This is an optimization exercise on Yosys and OpenROAD, whose aim is small area, not a production implementation. In this exercise RTL edits were held to simulation tests only and were not proved equivalent to the original. The flow treats the clock pin as an ideal source, which a real chip does not have.

==> build 7: inputs <==
// oled_snake_top
module oled_snake_top #(
	parameter int unsigned vdd_wait  = 50,
	parameter int unsigned res_low   = 40,
	parameter int unsigned vbat_wait = 60,
	parameter int unsigned frame_gap = 200
) (
	input  logic clk,
	input  logic rstn,
	input  logic display,
	input  logic mv_l,
	input  logic mv_r,
	input  logic mv_u,
	input  logic mv_d,
	output logic oled_res,
	output logic oled_dc,
	output logic oled_sclk,
	output logic oled_sdin,
	output logic oled_vbat,
	output logic oled_vdd,
	output logic ready
);
	localparam logic [2:0] S_WAIT = 3'd0;	 
	localparam logic [2:0] S_CMD  = 3'd1;	 
	localparam logic [2:0] S_RES  = 3'd2;
	localparam logic [2:0] S_PCMD = 3'd3;	 
	localparam logic [2:0] S_GAP  = 3'd4;
	localparam logic [2:0] S_SNK  = 3'd5;	 
	localparam logic [2:0] S_PLC  = 3'd6;	 
	localparam logic [2:0] S_DATA = 3'd7;
	localparam logic [95:0] INIT_CMDS = {
		8'hAE, 8'h8D, 8'h14, 8'hD9, 8'hF1, 8'h81,
		8'h0F, 8'hA0, 8'hC0, 8'hDA, 8'h00, 8'hAF
	};
	logic [4:0] btn_sync, rel_n;
	logic [1:0] dir_e, dir_n;
	logic       ge, pe, shown;
	logic [2:0] st;
	logic [5:0] P;
	logic [6:0] col;
	logic [1:0] page;
	logic [7:0] dbyte;	 
	wire  [3:0] K = dbyte[3:0];
	logic [4:0] wrow;
	logic [6:0] wcol;
	logic [1:0] M [0:8];
	assign rel_n = btn_sync & ~{display, mv_d, mv_u, mv_l, mv_r};
	wire slot     = (st == S_CMD) || (st == S_PCMD) || (st == S_DATA);
	assign ready  = st[2] || st == S_PCMD;
	wire counting = (st == S_GAP) || (st == S_SNK) || (st == S_PLC) || (st == S_DATA);
	wire at_r      = (st == S_GAP) && P == 6'd63 && {page, col} == {2'd0, 7'd3};
	wire last_col  = {page, col} == {2'd3, 7'd127};
	wire do_place  = at_r && pe;
	wire do_move   = at_r && !pe && (ge ^ rel_n[4]) && shown;
	wire rise2     = rel_n[4] && !ge;	 
	always_comb begin
		dir_n = dir_e;
		if (rel_n[0])
			dir_n = 2'd0;
		else if (rel_n[1])
			dir_n = 2'd1;
		else if (rel_n[2])
			dir_n = 2'd3;
  ...
export LEC_CHECK = 0
export ABC_AREA = 1
export CAP_MARGIN = 20
export CORE_MARGIN = 2
export CORE_UTILIZATION = 80
export SLEW_MARGIN = 20
create_clock -name core_clock -period 25.0 [get_ports {clk}]
standard.sh (not shown) runs the stock make flow with config.mk's settings and CLKGATE_MAP_FILE= SYNTH_SCRIPT=/design/flow/synth_recipe.tcl, a recipe that flattens the netlist after the stock synthesis.
==> flow/flow/run.sh <==
#!/bin/bash
# The standard layout (standard.sh) with these changes:
#  - synthesis: flow/synth.tcl runs the standard flow's synthesis script with ABC's
#    combinational mapping done by flow/abc.script, and without ORFS's
#    mapping of adders to half/full adder cells (ADDER_MAP_FILE empty), so
#    that ABC optimises the counters' logic with the rest;
#  - the port buffers are the smallest buffer;
#  - the clock tree is built by flow/manual_cts.tcl (one root buffer on the
#    clock port's net feeding a few leaf buffers, each driving a k-means
#    cluster of flip-flops; the smallest such tree whose estimated clock-pin
#    slew is under 115 ps) before TritonCTS, which then leaves the buffered
#    clock net alone.
# Each ORFS step keeps its full log under orfs/logs; make's own output goes
# to make.log here.
set -euo pipefail
export OWN_WORK="$PWD"
export OWN_ABC_SCRIPT="$PWD/flow/abc.script"
export BUFFER_PORTS_ARGS="-buffer_cell sky130_fd_sc_hd__buf_1"
export PRE_CTS_TCL="$PWD/flow/manual_cts.tcl"
export CTS_ARGS="-clk_nets clk -sink_clustering_enable -repair_clock_nets -buf_list sky130_fd_sc_hd__clkbuf_16 -dont_use_dummy_load"
bash standard.sh SYNTH_SCRIPT="$PWD/flow/synth.tcl" ADDER_MAP_FILE= finish > make.log 2>&1
==> flow/flow/abc.script <==
strash; &get -n; &deepsyn -J 300 -T 400; &put; strash; dch -f; &get -n; &nf -R 1000; &put; strash; dch -f; &get -n; &nf -R 1000; &put
==> flow/flow/manual_cts.tcl <==
# Runs as the PRE_CTS hook of the standard flow (ORFS cts.tcl sources it
# right after loading the placed design). It builds the clock tree by hand:
# one root buffer on the clock port's net feeding K leaf buffers, each
# driving a cluster of flip-flop clock pins (k-means clusters, or a balanced
# recursive split at the median). It tries trees from the smallest total
# buffer area up and keeps the first whose worst flip-flop
# clock-pin slew, estimated from the placement, is under 115 ps. TritonCTS
# then finds the clock net already buffered and leaves it alone.

proc mcts_clusters {K} {
  set block [ord::get_db_block]
  set dbu [$block getDbUnitsPerMicron]
  set pins {}
  set xs {}
  set ys {}
  foreach pin [get_pins -of_objects [get_nets clk] -filter "direction == input"] {
    set dbinst [sta::sta_to_db_inst [$pin instance]]
    set loc [$dbinst getLocation]
    lappend pins $pin
    lappend xs [expr {double([lindex $loc 0]) / $dbu}]
    lappend ys [expr {double([lindex $loc 1]) / $dbu}]
  }
  set n [llength $pins]
  set order [lsort -real -indices $xs]
  set cx {}
  set cy {}
  for {set k 0} {$k < $K} {incr k} {
    set i [lindex $order [expr {int(($k + 0.5) * $n / $K)}]]
    lappend cx [lindex $xs $i]
    lappend cy [lindex $ys $i]
  }
  set asg {}
  for {set it 0} {$it < 50} {incr it} {
    set asg {}
    for {set i 0} {$i < $n} {incr i} {
      set best 0
      set bd 1e18
      for {set k 0} {$k < $K} {incr k} {
        set d [expr {pow([lindex $xs $i] - [lindex $cx $k], 2) + pow([lindex $ys $i] - [lindex $cy $k], 2)}]
        if {$d < $bd} { set bd $d; set best $k }
      }
      lappend asg $best
    }
    for {set k 0} {$k < $K} {incr k} {
      set sx 0.0; set sy 0.0; set c 0
      for {set i 0} {$i < $n} {incr i} {
        if {[lindex $asg $i] == $k} { set sx [expr {$sx + [lindex $xs $i]}]; set sy [expr {$sy + [lindex $ys $i]}]; incr c }
      }
      if {$c > 0} { lset cx $k [expr {$sx / $c}]; lset cy $k [expr {$sy / $c}] }
    }
  }
  set groups {}
  for {set k 0} {$k < $K} {incr k} {
    set lp {}
    for {set i 0} {$i < $n} {incr i} { if {[lindex $asg $i] == $k} { lappend lp [lindex $pins $i] } }
    if {[llength $lp] > 0} { lappend groups [list [lindex $cx $k] [lindex $cy $k] $lp] }
  }
  return $groups
}

# Balanced alternative: split the pins recursively at the median of the
# longer side of their bounding box, into groups of (nearly) equal size.
proc mcts_split {pts K} {
  if {$K <= 1 || [llength $pts] <= 1} { return [list $pts] }
  set xs [lmap p $pts {lindex $p 0}]
  set ys [lmap p $pts {lindex $p 1}]
  set dx [expr {[tcl::mathfunc::max {*}$xs] - [tcl::mathfunc::min {*}$xs]}]
  set dy [expr {[tcl::mathfunc::max {*}$ys] - [tcl::mathfunc::min {*}$ys]}]
  set idx [expr {$dx >= $dy ? 0 : 1}]
  set sorted [lsort -real -index $idx $pts]
  set k1 [expr {$K / 2}]
  set cut [expr {int(round(double([llength $pts]) * $k1 / $K))}]
  return [concat [mcts_split [lrange $sorted 0 [expr {$cut - 1}]] $k1] [mcts_split [lrange $sorted $cut end] [expr {$K - $k1}]]]
}

proc mcts_bisect {K} {
  set block [ord::get_db_block]
  set dbu [$block getDbUnitsPerMicron]
  set pts {}
  foreach pin [get_pins -of_objects [get_nets clk] -filter "direction == input"] {
    set loc [[sta::sta_to_db_inst [$pin instance]] getLocation]
    lappend pts [list [expr {double([lindex $loc 0]) / $dbu}] [expr {double([lindex $loc 1]) / $dbu}] $pin]
  }
  set groups {}
  foreach g [mcts_split $pts $K] {
    if {[llength $g] == 0} continue
    set sx 0.0; set sy 0.0
    foreach p $g { set sx [expr {$sx + [lindex $p 0]}]; set sy [expr {$sy + [lindex $p 1]}] }
    set n [llength $g]
    lappend groups [list [expr {$sx / $n}] [expr {$sy / $n}] [lmap p $g {lindex $p 2}]]
  }
  return $groups
}

proc mcts_worst_slew {} {
  set worst 0.0
  foreach pin [all_registers -clock_pins] {
    foreach p {slew_max_rise slew_max_fall slew_min_rise slew_min_fall} {
      set s [get_property $pin $p]
      if {$s > $worst} { set worst $s }
    }
  }
  return $worst
}

proc mcts_insts {} {
  set names {}
  foreach inst [[ord::get_db_block] getInsts] { lappend names [$inst getName] }
  return $names
}

proc mcts_try {K leafcell rootcell tag how} {
  set before [mcts_insts]
  set rx 0.0; set ry 0.0
  set groups [$how $K]
  set k 0
  foreach g $groups {
    lassign $g x y lp
    set name clkleaf_${tag}_$k
    insert_buffer -buffer_cell $leafcell -net clk -load_pins $lp -location [list $x $y] -buffer_name $name -net_name clknet_${tag}_$k
    set rx [expr {$rx + $x / [llength $groups]}]
    set ry [expr {$ry + $y / [llength $groups]}]
    incr k
  }
  insert_buffer -buffer_cell $rootcell -net clk -location [list $rx $ry] -buffer_name clkroot_$tag -net_name clknet_root_$tag
  set made {}
  foreach name [mcts_insts] { if {[lsearch -exact $before $name] < 0} { lappend made $name } }
  set_propagated_clock [all_clocks]
  estimate_parasitics -placement
  set w [mcts_worst_slew]
  unset_propagated_clock [all_clocks]
  return [list $w $made]
}

# Every instance that exists before (the port buffers among them) must be
# there after: the undo of a rejected tree removes only that tree's buffers.
set mcts_start [mcts_insts]
set mcts_target 0.115
set mcts_done 0
set t 0
foreach cand {
  {2 sky130_fd_sc_hd__clkbuf_8} {3 sky130_fd_sc_hd__clkbuf_8} {2 sky130_fd_sc_hd__clkbuf_16}
  {4 sky130_fd_sc_hd__clkbuf_8} {5 sky130_fd_sc_hd__clkbuf_8} {3 sky130_fd_sc_hd__clkbuf_16}
  {6 sky130_fd_sc_hd__clkbuf_8} {7 sky130_fd_sc_hd__clkbuf_8} {4 sky130_fd_sc_hd__clkbuf_16}
  {5 sky130_fd_sc_hd__clkbuf_16} {6 sky130_fd_sc_hd__clkbuf_16} {8 sky130_fd_sc_hd__clkbuf_16}
} {
  lassign $cand K cell
  foreach how {mcts_clusters mcts_bisect} {
    lassign [mcts_try $K $cell sky130_fd_sc_hd__clkbuf_4 $t $how] w made
    puts "manual clock tree: $K x [string range $cell 16 end] under a clkbuf_4 root, $how: worst clock-pin slew [format %.1f [expr {$w * 1e3}]] ps ([llength $made] buffers)"
    if {$w < $mcts_target} { set mcts_done 1; break }
    remove_buffers {*}$made
    if {[llength [get_pins -of_objects [get_nets clk] -filter "direction == input"]] != [llength [all_registers -clock_pins]]} { error "manual clock tree: undo failed" }
    incr t
  }
  if {$mcts_done} break
}
if {!$mcts_done} { error "manual clock tree: no candidate met the slew target" }
set mcts_now [mcts_insts]
foreach name $mcts_start {
  if {[lsearch -exact $mcts_now $name] < 0} { error "manual clock tree: instance $name was lost" }
}
Other scripts of this flow, unchanged in this note and not shown: flow/flow/synth.tcl
==> build 66: changes against build 7 <==
--- a/flow/design.v
+++ b/flow/design.v
@@ -123,14 +123,13 @@
 			3'd5:    cbyte = {6'd0, page};
 			3'd6:    cbyte = 8'h00;
 			default: cbyte = 8'h10;
 		endcase
 	end
 	wire [2:0] bidx  = 3'd6 - P[4:2];	 
-	wire [7:0] obyte = (st == S_DATA) ? dbyte : cbyte;
-	wire       nbit  = obyte[bidx];
+	wire       nbit  = (st == S_DATA) ? dbyte[bidx] : cbyte[bidx];
 	wire       fall  = slot && P[1:0] == 2'b00 && P >= 6'd28 && P <= 6'd56;
 	assign oled_sclk = !(slot && P >= 6'd29 && P <= 6'd58 && (P[0] ^ P[1]));
 	assign oled_res  = !(st == S_RES && P >= 6'd10 && P <= 6'd48);
 	assign oled_vdd  = st == S_WAIT && P == 6'd39 && K[3];	 
 	logic [1:0] md;
 	logic       minv;
==> flow/flow/manual_cts.tcl (replaced) <==
# Runs as the PRE_CTS hook of the standard flow (ORFS cts.tcl sources it
# right after loading the placed design). It builds the clock tree by hand:
# one root buffer on the clock port's net feeding K leaf buffers, each
# driving a k-means cluster of flip-flop clock pins. It tries trees from the
# smallest total buffer area up and keeps the first whose worst flip-flop
# clock-pin slew, estimated from the placement, is under 115 ps. TritonCTS
# then finds the clock net already buffered and leaves it alone.

proc mcts_clusters {K} {
  set block [ord::get_db_block]
  set dbu [$block getDbUnitsPerMicron]
  set pins {}
  set xs {}
  set ys {}
  foreach pin [get_pins -of_objects [get_nets clk] -filter "direction == input"] {
    set dbinst [sta::sta_to_db_inst [$pin instance]]
    set loc [$dbinst getLocation]
    lappend pins $pin
    lappend xs [expr {double([lindex $loc 0]) / $dbu}]
    lappend ys [expr {double([lindex $loc 1]) / $dbu}]
  }
  set n [llength $pins]
  set order [lsort -real -indices $xs]
  set cx {}
  set cy {}
  for {set k 0} {$k < $K} {incr k} {
    set i [lindex $order [expr {int(($k + 0.5) * $n / $K)}]]
    lappend cx [lindex $xs $i]
    lappend cy [lindex $ys $i]
  }
  set asg {}
  for {set it 0} {$it < 50} {incr it} {
    set asg {}
    for {set i 0} {$i < $n} {incr i} {
      set best 0
      set bd 1e18
      for {set k 0} {$k < $K} {incr k} {
        set d [expr {pow([lindex $xs $i] - [lindex $cx $k], 2) + pow([lindex $ys $i] - [lindex $cy $k], 2)}]
        if {$d < $bd} { set bd $d; set best $k }
      }
      lappend asg $best
    }
    for {set k 0} {$k < $K} {incr k} {
      set sx 0.0; set sy 0.0; set c 0
      for {set i 0} {$i < $n} {incr i} {
        if {[lindex $asg $i] == $k} { set sx [expr {$sx + [lindex $xs $i]}]; set sy [expr {$sy + [lindex $ys $i]}]; incr c }
      }
      if {$c > 0} { lset cx $k [expr {$sx / $c}]; lset cy $k [expr {$sy / $c}] }
    }
  }
  set groups {}
  for {set k 0} {$k < $K} {incr k} {
    set lp {}
    for {set i 0} {$i < $n} {incr i} { if {[lindex $asg $i] == $k} { lappend lp [lindex $pins $i] } }
    if {[llength $lp] > 0} { lappend groups [list [lindex $cx $k] [lindex $cy $k] $lp] }
  }
  return $groups
}

proc mcts_worst_slew {} {
  set worst 0.0
  foreach pin [all_registers -clock_pins] {
    foreach p {slew_max_rise slew_max_fall slew_min_rise slew_min_fall} {
      set s [get_property $pin $p]
      if {$s > $worst} { set worst $s }
    }
  }
  return $worst
}

proc mcts_insts {} {
  set names {}
  foreach inst [[ord::get_db_block] getInsts] { lappend names [$inst getName] }
  return $names
}

proc mcts_try {K leafcell rootcell tag} {
  set before [mcts_insts]
  set rx 0.0; set ry 0.0
  set groups [mcts_clusters $K]
  set k 0
  foreach g $groups {
    lassign $g x y lp
    set name clkleaf_${tag}_$k
    insert_buffer -buffer_cell $leafcell -net clk -load_pins $lp -location [list $x $y] -buffer_name $name -net_name clknet_${tag}_$k
    set rx [expr {$rx + $x / [llength $groups]}]
    set ry [expr {$ry + $y / [llength $groups]}]
    incr k
  }
  insert_buffer -buffer_cell $rootcell -net clk -location [list $rx $ry] -buffer_name clkroot_$tag -net_name clknet_root_$tag
  set made {}
  foreach name [mcts_insts] { if {[lsearch -exact $before $name] < 0} { lappend made $name } }
  set_propagated_clock [all_clocks]
  estimate_parasitics -placement
  set w [mcts_worst_slew]
  unset_propagated_clock [all_clocks]
  return [list $w $made]
}

set mcts_target 0.115
set mcts_done 0
set t 0
foreach cand {
  {2 sky130_fd_sc_hd__clkbuf_8} {3 sky130_fd_sc_hd__clkbuf_8} {2 sky130_fd_sc_hd__clkbuf_16}
  {4 sky130_fd_sc_hd__clkbuf_8} {5 sky130_fd_sc_hd__clkbuf_8} {3 sky130_fd_sc_hd__clkbuf_16}
  {6 sky130_fd_sc_hd__clkbuf_8} {4 sky130_fd_sc_hd__clkbuf_16} {7 sky130_fd_sc_hd__clkbuf_8}
  {5 sky130_fd_sc_hd__clkbuf_16} {6 sky130_fd_sc_hd__clkbuf_16} {8 sky130_fd_sc_hd__clkbuf_16}
} {
  lassign $cand K cell
  lassign [mcts_try $K $cell sky130_fd_sc_hd__clkbuf_4 $t] w made
  puts "manual clock tree: $K x [string range $cell 16 end] under a clkbuf_4 root: worst clock-pin slew [format %.1f [expr {$w * 1e3}]] ps ([llength $made] buffers)"
  if {$w < $mcts_target} { set mcts_done 1; break }
  remove_buffers $made
  if {[llength [get_pins -of_objects [get_nets clk] -filter "direction == input"]] != [llength [all_registers -clock_pins]]} { error "manual clock tree: undo failed" }
  incr t
}
if {!$mcts_done} { error "manual clock tree: no candidate met the slew target" }
CORE_UTILIZATION = 75   (was 80)
==> trial 13: changes against build 7 <==
--- a/flow/design.v
+++ b/flow/design.v
@@ -61,16 +61,16 @@
 	output logic oled_sclk,
 	output logic oled_sdin,
 	output logic oled_vbat,
 	output logic oled_vdd,
 	output logic ready
 );
-	localparam logic [2:0] S_WAIT = 3'd0;	 
+	localparam logic [2:0] S_VDD  = 3'd0;
 	localparam logic [2:0] S_CMD  = 3'd1;	 
 	localparam logic [2:0] S_RES  = 3'd2;
-	localparam logic [2:0] S_PCMD = 3'd3;	 
+	localparam logic [2:0] S_VBAT = 3'd3;
 	localparam logic [2:0] S_GAP  = 3'd4;
 	localparam logic [2:0] S_SNK  = 3'd5;	 
 	localparam logic [2:0] S_PLC  = 3'd6;	 
 	localparam logic [2:0] S_DATA = 3'd7;
 	localparam logic [95:0] INIT_CMDS = {
 		8'hAE, 8'h8D, 8'h14, 8'hD9, 8'hF1, 8'h81,
@@ -86,14 +86,13 @@
 	logic [7:0] dbyte;	 
 	wire  [3:0] K = dbyte[3:0];
 	logic [4:0] wrow;
 	logic [6:0] wcol;
 	logic [1:0] M [0:8];
 	assign rel_n = btn_sync & ~{display, mv_d, mv_u, mv_l, mv_r};
-	wire slot     = (st == S_CMD) || (st == S_PCMD) || (st == S_DATA);
-	assign ready  = st[2] || st == S_PCMD;
+	wire slot     = (st == S_CMD) || (st == S_DATA);
 	wire counting = (st == S_GAP) || (st == S_SNK) || (st == S_PLC) || (st == S_DATA);
 	wire at_r      = (st == S_GAP) && P == 6'd63 && {page, col} == {2'd0, 7'd3};
 	wire last_col  = {page, col} == {2'd3, 7'd127};
 	wire do_place  = at_r && pe;
 	wire do_move   = at_r && !pe && (ge ^ rel_n[4]) && shown;
 	wire rise2     = rel_n[4] && !ge;	 
@@ -111,30 +110,29 @@
 	wire walk     = (st == S_DATA) && (P[5:4] == 2'b01) && (P[3:0] <= 4'd9);
 	wire [3:0] s  = P[3:0];
 	wire wmove    = (st == S_DATA) && P[4] && (P[3:0] <= 4'd8);
 	wire wshift   = (st == S_DATA) && P == 6'd25;
 	logic [7:0] cbyte;
 	always_comb begin
-		if (st != S_PCMD)
+		if (!ready)
 			cbyte = INIT_CMDS[8*(11-int'(4'(K + 4'd2))) +: 8];	 
 		else case (K[2:0])
 			3'd2:    cbyte = 8'h20;
 			3'd3:    cbyte = 8'h10;
 			3'd4:    cbyte = 8'h22;
 			3'd5:    cbyte = {6'd0, page};
 			3'd6:    cbyte = 8'h00;
 			default: cbyte = 8'h10;
 		endcase
 	end
 	wire [2:0] bidx  = 3'd6 - P[4:2];	 
-	wire [7:0] obyte = (st == S_DATA) ? dbyte : cbyte;
-	wire       nbit  = obyte[bidx];
+	wire       nbit  = (st == S_DATA) ? dbyte[bidx] : cbyte[bidx];
 	wire       fall  = slot && P[1:0] == 2'b00 && P >= 6'd28 && P <= 6'd56;
 	assign oled_sclk = !(slot && P >= 6'd29 && P <= 6'd58 && (P[0] ^ P[1]));
 	assign oled_res  = !(st == S_RES && P >= 6'd10 && P <= 6'd48);
-	assign oled_vdd  = st == S_WAIT && P == 6'd39 && K[3];	 
+	assign oled_vdd  = st == S_VDD && P == 6'd39;	 
 	logic [1:0] md;
 	logic       minv;
 	always_comb begin
 		md   = wshift ? 2'd1 : M[8];
 		minv = wmove && P[5];
 	end
@@ -166,61 +164,60 @@
 		if (!rstn) begin
 			btn_sync   <= '0;
 			dir_e      <= 2'd0;
 			ge         <= 1'b0;
 			pe         <= 1'b0;
 			shown      <= 1'b0;
-			st         <= S_WAIT;
+			st         <= S_VDD;
 			P          <= 6'd39;
 			col        <= '0;
 			page       <= '0;
 			dbyte[3:0] <= 4'd14;
+			ready      <= 1'b0;
 			oled_vbat  <= 1'b1;
 			oled_dc    <= 1'b0;
 			oled_sdin  <= 1'b1;
 		end else begin
 			btn_sync <= {display, mv_d, mv_u, mv_l, mv_r};
 			dir_e <= dir_n;
 			ge    <= ge ^ rel_n[4];
 			pe    <= (pe && !do_place) || rise2;
-			if (st == S_WAIT && !K[3])	 
+			if (st == S_VBAT)
 				oled_vbat <= 1'b0;
 			if (slot && P == 6'd26)
 				oled_dc <= (st == S_DATA);
 			if (fall)
 				oled_sdin <= nbit;
 			P <= P + 6'd1;
 			if (counting && P == 6'd63)
 				{page, col} <= {page, col} + 9'd1;
 			case (st)
-			S_WAIT:
+			S_VDD, S_VBAT:
 				if (P == 6'd24)
 					st <= S_CMD;
 			S_RES:	 
 				if (P == 6'd63)
-					st <= S_WAIT;
+					st <= S_VDD;
 			S_CMD: if (P == 6'd63) begin
 				P <= 6'd25;
 				dbyte[3:0] <= K + 4'd1;
-				if (K == 4'd14) begin
+				if (ready) begin
+					if (K[2:0] == 3'd7) begin
+						st <= S_DATA;
+						P  <= 6'd16;
+					end
+				end else if (K == 4'd14) begin
 					st <= S_RES;
 					P  <= 6'd9;
 				end else if (K == 4'd2) begin
-					st <= S_WAIT;
+					st <= S_VBAT;
 					P  <= 6'd29;
 				end else if (K == 4'd9) begin
-					st <= S_GAP;
-					P  <= 6'd57;
-				end
-			end
-			S_PCMD: if (P == 6'd63) begin
-				P <= 6'd25;
-				dbyte[3:0] <= K + 4'd1;
-				if (K[2:0] == 3'd7) begin
-					st <= S_DATA;
-					P  <= 6'd16;
+					st    <= S_GAP;
+					ready <= 1'b1;
+					P     <= 6'd57;
 				end
 			end
 			S_GAP: if (at_r) begin
 				st   <= pe ? S_PLC : S_SNK;
 				page <= 2'd3;
 				col  <= 7'd63;
@@ -231,24 +228,24 @@
 				else
 					P <= 6'd61;
 				if (do_place)
 					shown <= 1'b1;
 			end
 			S_SNK, S_PLC: if (P == 6'd63 && last_col) begin	 
-				st <= S_PCMD;
+				st <= S_CMD;
 				dbyte[3:0] <= 4'd2;
 				P  <= 6'd25;
 			end
 			default: if (P == 6'd63) begin	 
 				P <= 6'd16;
 				if (col == 7'd127) begin
 					if (last_col) begin
 						st <= S_GAP;
 						P  <= 6'd57;
 					end else begin
-						st <= S_PCMD;
+						st <= S_CMD;
 						dbyte[3:0] <= 4'd4;
 						P  <= 6'd25;
 					end
 				end
 			end
 			endcase
==> flow/flow/abc.script (replaced) <==
strash; &get -n; &deepsyn -T 60; &put; dch -f; &get -n; &nf -R 1000; &put; strash; dch -f; &get -n; &nf -R 1000; &put
==> flow/flow/manual_cts.tcl (replaced) <==
# Runs as the PRE_CTS hook of the standard flow (ORFS cts.tcl sources it
# right after loading the placed design). It builds the clock tree by hand:
# one root buffer on the clock port's net feeding K leaf buffers, each
# driving a k-means cluster of flip-flop clock pins. It tries trees from the
# smallest total buffer area up and keeps the first whose worst flip-flop
# clock-pin slew, estimated from the placement, is under 115 ps. TritonCTS
# then finds the clock net already buffered and leaves it alone.

proc mcts_clusters {K} {
  set block [ord::get_db_block]
  set dbu [$block getDbUnitsPerMicron]
  set pins {}
  set xs {}
  set ys {}
  foreach pin [get_pins -of_objects [get_nets clk] -filter "direction == input"] {
    set dbinst [sta::sta_to_db_inst [$pin instance]]
    set loc [$dbinst getLocation]
    lappend pins $pin
    lappend xs [expr {double([lindex $loc 0]) / $dbu}]
    lappend ys [expr {double([lindex $loc 1]) / $dbu}]
  }
  set n [llength $pins]
  set order [lsort -real -indices $xs]
  set cx {}
  set cy {}
  for {set k 0} {$k < $K} {incr k} {
    set i [lindex $order [expr {int(($k + 0.5) * $n / $K)}]]
    lappend cx [lindex $xs $i]
    lappend cy [lindex $ys $i]
  }
  set asg {}
  for {set it 0} {$it < 50} {incr it} {
    set asg {}
    for {set i 0} {$i < $n} {incr i} {
      set best 0
      set bd 1e18
      for {set k 0} {$k < $K} {incr k} {
        set d [expr {pow([lindex $xs $i] - [lindex $cx $k], 2) + pow([lindex $ys $i] - [lindex $cy $k], 2)}]
        if {$d < $bd} { set bd $d; set best $k }
      }
      lappend asg $best
    }
    for {set k 0} {$k < $K} {incr k} {
      set sx 0.0; set sy 0.0; set c 0
      for {set i 0} {$i < $n} {incr i} {
        if {[lindex $asg $i] == $k} { set sx [expr {$sx + [lindex $xs $i]}]; set sy [expr {$sy + [lindex $ys $i]}]; incr c }
      }
      if {$c > 0} { lset cx $k [expr {$sx / $c}]; lset cy $k [expr {$sy / $c}] }
    }
  }
  set groups {}
  for {set k 0} {$k < $K} {incr k} {
    set lp {}
    for {set i 0} {$i < $n} {incr i} { if {[lindex $asg $i] == $k} { lappend lp [lindex $pins $i] } }
    if {[llength $lp] > 0} { lappend groups [list [lindex $cx $k] [lindex $cy $k] $lp] }
  }
  return $groups
}

proc mcts_worst_slew {} {
  set worst 0.0
  foreach pin [all_registers -clock_pins] {
    foreach p {slew_max_rise slew_max_fall slew_min_rise slew_min_fall} {
      set s [get_property $pin $p]
      if {$s > $worst} { set worst $s }
    }
  }
  return $worst
}

proc mcts_insts {} {
  set names {}
  foreach inst [[ord::get_db_block] getInsts] { lappend names [$inst getName] }
  return $names
}

proc mcts_try {K leafcell rootcell tag} {
  set before [mcts_insts]
  set rx 0.0; set ry 0.0
  set groups [mcts_clusters $K]
  set k 0
  foreach g $groups {
    lassign $g x y lp
    set name clkleaf_${tag}_$k
    insert_buffer -buffer_cell $leafcell -net clk -load_pins $lp -location [list $x $y] -buffer_name $name -net_name clknet_${tag}_$k
    set rx [expr {$rx + $x / [llength $groups]}]
    set ry [expr {$ry + $y / [llength $groups]}]
    incr k
  }
  insert_buffer -buffer_cell $rootcell -net clk -location [list $rx $ry] -buffer_name clkroot_$tag -net_name clknet_root_$tag
  set made {}
  foreach name [mcts_insts] { if {[lsearch -exact $before $name] < 0} { lappend made $name } }
  set_propagated_clock [all_clocks]
  estimate_parasitics -placement
  set w [mcts_worst_slew]
  unset_propagated_clock [all_clocks]
  return [list $w $made]
}

set mcts_target 0.115
set mcts_done 0
set t 0
foreach cand {
  {2 sky130_fd_sc_hd__clkbuf_8} {3 sky130_fd_sc_hd__clkbuf_8} {2 sky130_fd_sc_hd__clkbuf_16}
  {4 sky130_fd_sc_hd__clkbuf_8} {5 sky130_fd_sc_hd__clkbuf_8} {3 sky130_fd_sc_hd__clkbuf_16}
  {6 sky130_fd_sc_hd__clkbuf_8} {4 sky130_fd_sc_hd__clkbuf_16} {7 sky130_fd_sc_hd__clkbuf_8}
  {5 sky130_fd_sc_hd__clkbuf_16} {6 sky130_fd_sc_hd__clkbuf_16} {8 sky130_fd_sc_hd__clkbuf_16}
} {
  lassign $cand K cell
  lassign [mcts_try $K $cell sky130_fd_sc_hd__clkbuf_4 $t] w made
  puts "manual clock tree: $K x [string range $cell 16 end] under a clkbuf_4 root: worst clock-pin slew [format %.1f [expr {$w * 1e3}]] ps ([llength $made] buffers)"
  if {$w < $mcts_target} { set mcts_done 1; break }
  remove_buffers $made
  if {[llength [get_pins -of_objects [get_nets clk] -filter "direction == input"]] != [llength [all_registers -clock_pins]]} { error "manual clock tree: undo failed" }
  incr t
}
if {!$mcts_done} { error "manual clock tree: no candidate met the slew target" }
CORE_UTILIZATION = 40   (was 80)
==> trial 35: changes against build 7 <==
CORE_UTILIZATION = 75   (was 80)
==> impl_metrics.toml <==
[status]
outcome = "complete, no violations"

[yosys]
seq_area_frac_synth_pct = 54.0
ys_seq_elements = 69

[grt]
grt_max_degree = 36

[timing]
finalCriticalPeriod_ns = 7.15

[place]
dp.cells = 407

[worst_setup_path]
worst-r2r-cell-count = 16

[route]
vias = 2905
(the above is from build 7)
==> impl_metrics.toml <==
[timing]
finalCriticalPeriod_ns = 7.02

[place]
dp.cells = 412

[yosys]
seq_area_frac_synth_pct = 53.8
ys_seq_elements = 69

[floorplanning]
io_pins = 14

[status]
outcome = "complete, no violations"

[grt]
grt_max_degree = 36

[worst_setup_path]
worst-r2r-cell-count = 15

[clocking]
cts_setup_buffers = 0

[route]
vias = 2767
(the above is from build 66)
==> impl_metrics.toml <==
[place]
dp.cells = 486

[timing]
holdWs_ns = 0.433
finalCriticalPeriod_ns = 7.09

[yosys]
ys_seq_elements = 70

[status]
outcome = "complete, no violations"

[route]
vias = 2775

[grt]
grt_max_degree = 37
(the above is from trial 13)
==> impl_metrics.toml <==
[route]
vias = 2761

[timing]
relSlewSlack_pct = 40.6
holdWs_ns = 0.388
finalCriticalPeriod_ns = 7.12

[yosys]
ys_seq_elements = 69
seq_area_frac_synth_pct = 54.0

[grt]
grt_max_degree = 36

[status]
outcome = "complete, no violations"

[worst_setup_path]
worst-r2r-cell-count = 17

[place]
dp.cells = 409
(the above is from trial 35)

static timing again, ports no longer ideal:
Ports are ideal in the flow. The routed layouts listed here were re-timed in OpenROAD.
Step 1 sets driving cells, clkbuf_16 on the clock port and buf_2 on the other inputs (assumed; they add their load-dependent delay and slew).
Step 2 adds t to the input delays and takes it off the output delays; t is the mean of the earliest and latest rising clock arrival at the registers after step 1. Input paths then give back, and output paths get back, about the clock's delay inside the block.
Three values: ideal ports, drivers, drivers and shift; two values: the first two.
run | t (ns) | setup slack, ns | worst setup path after step 2 | latest minus earliest clock arrival (ns) | worst register clock-pin slew, ns
build 7 | 0.409 | 17.855 / 17.829 / 17.548 | input to register | 0.014 / 0.014 | 0.11 / 0.11
build 66 | 0.422 | 17.984 / 17.958 / 18.067 | input to register | 0.021 / 0.020 | 0.10 / 0.10
trial 13 | 0.404 | 17.913 / 17.887 / 17.629 | input to register | 0.023 / 0.023 | 0.10 / 0.10
trial 35 | 0.405 | 17.885 / 17.859 / 17.625 | input to register | 0.054 / 0.054 | 0.11 / 0.11
After both steps setup and hold are still met in every run listed. The setup slack of build 7, which loses most, moves by -0.026 ns with the drivers and by -0.307 ns with both steps.
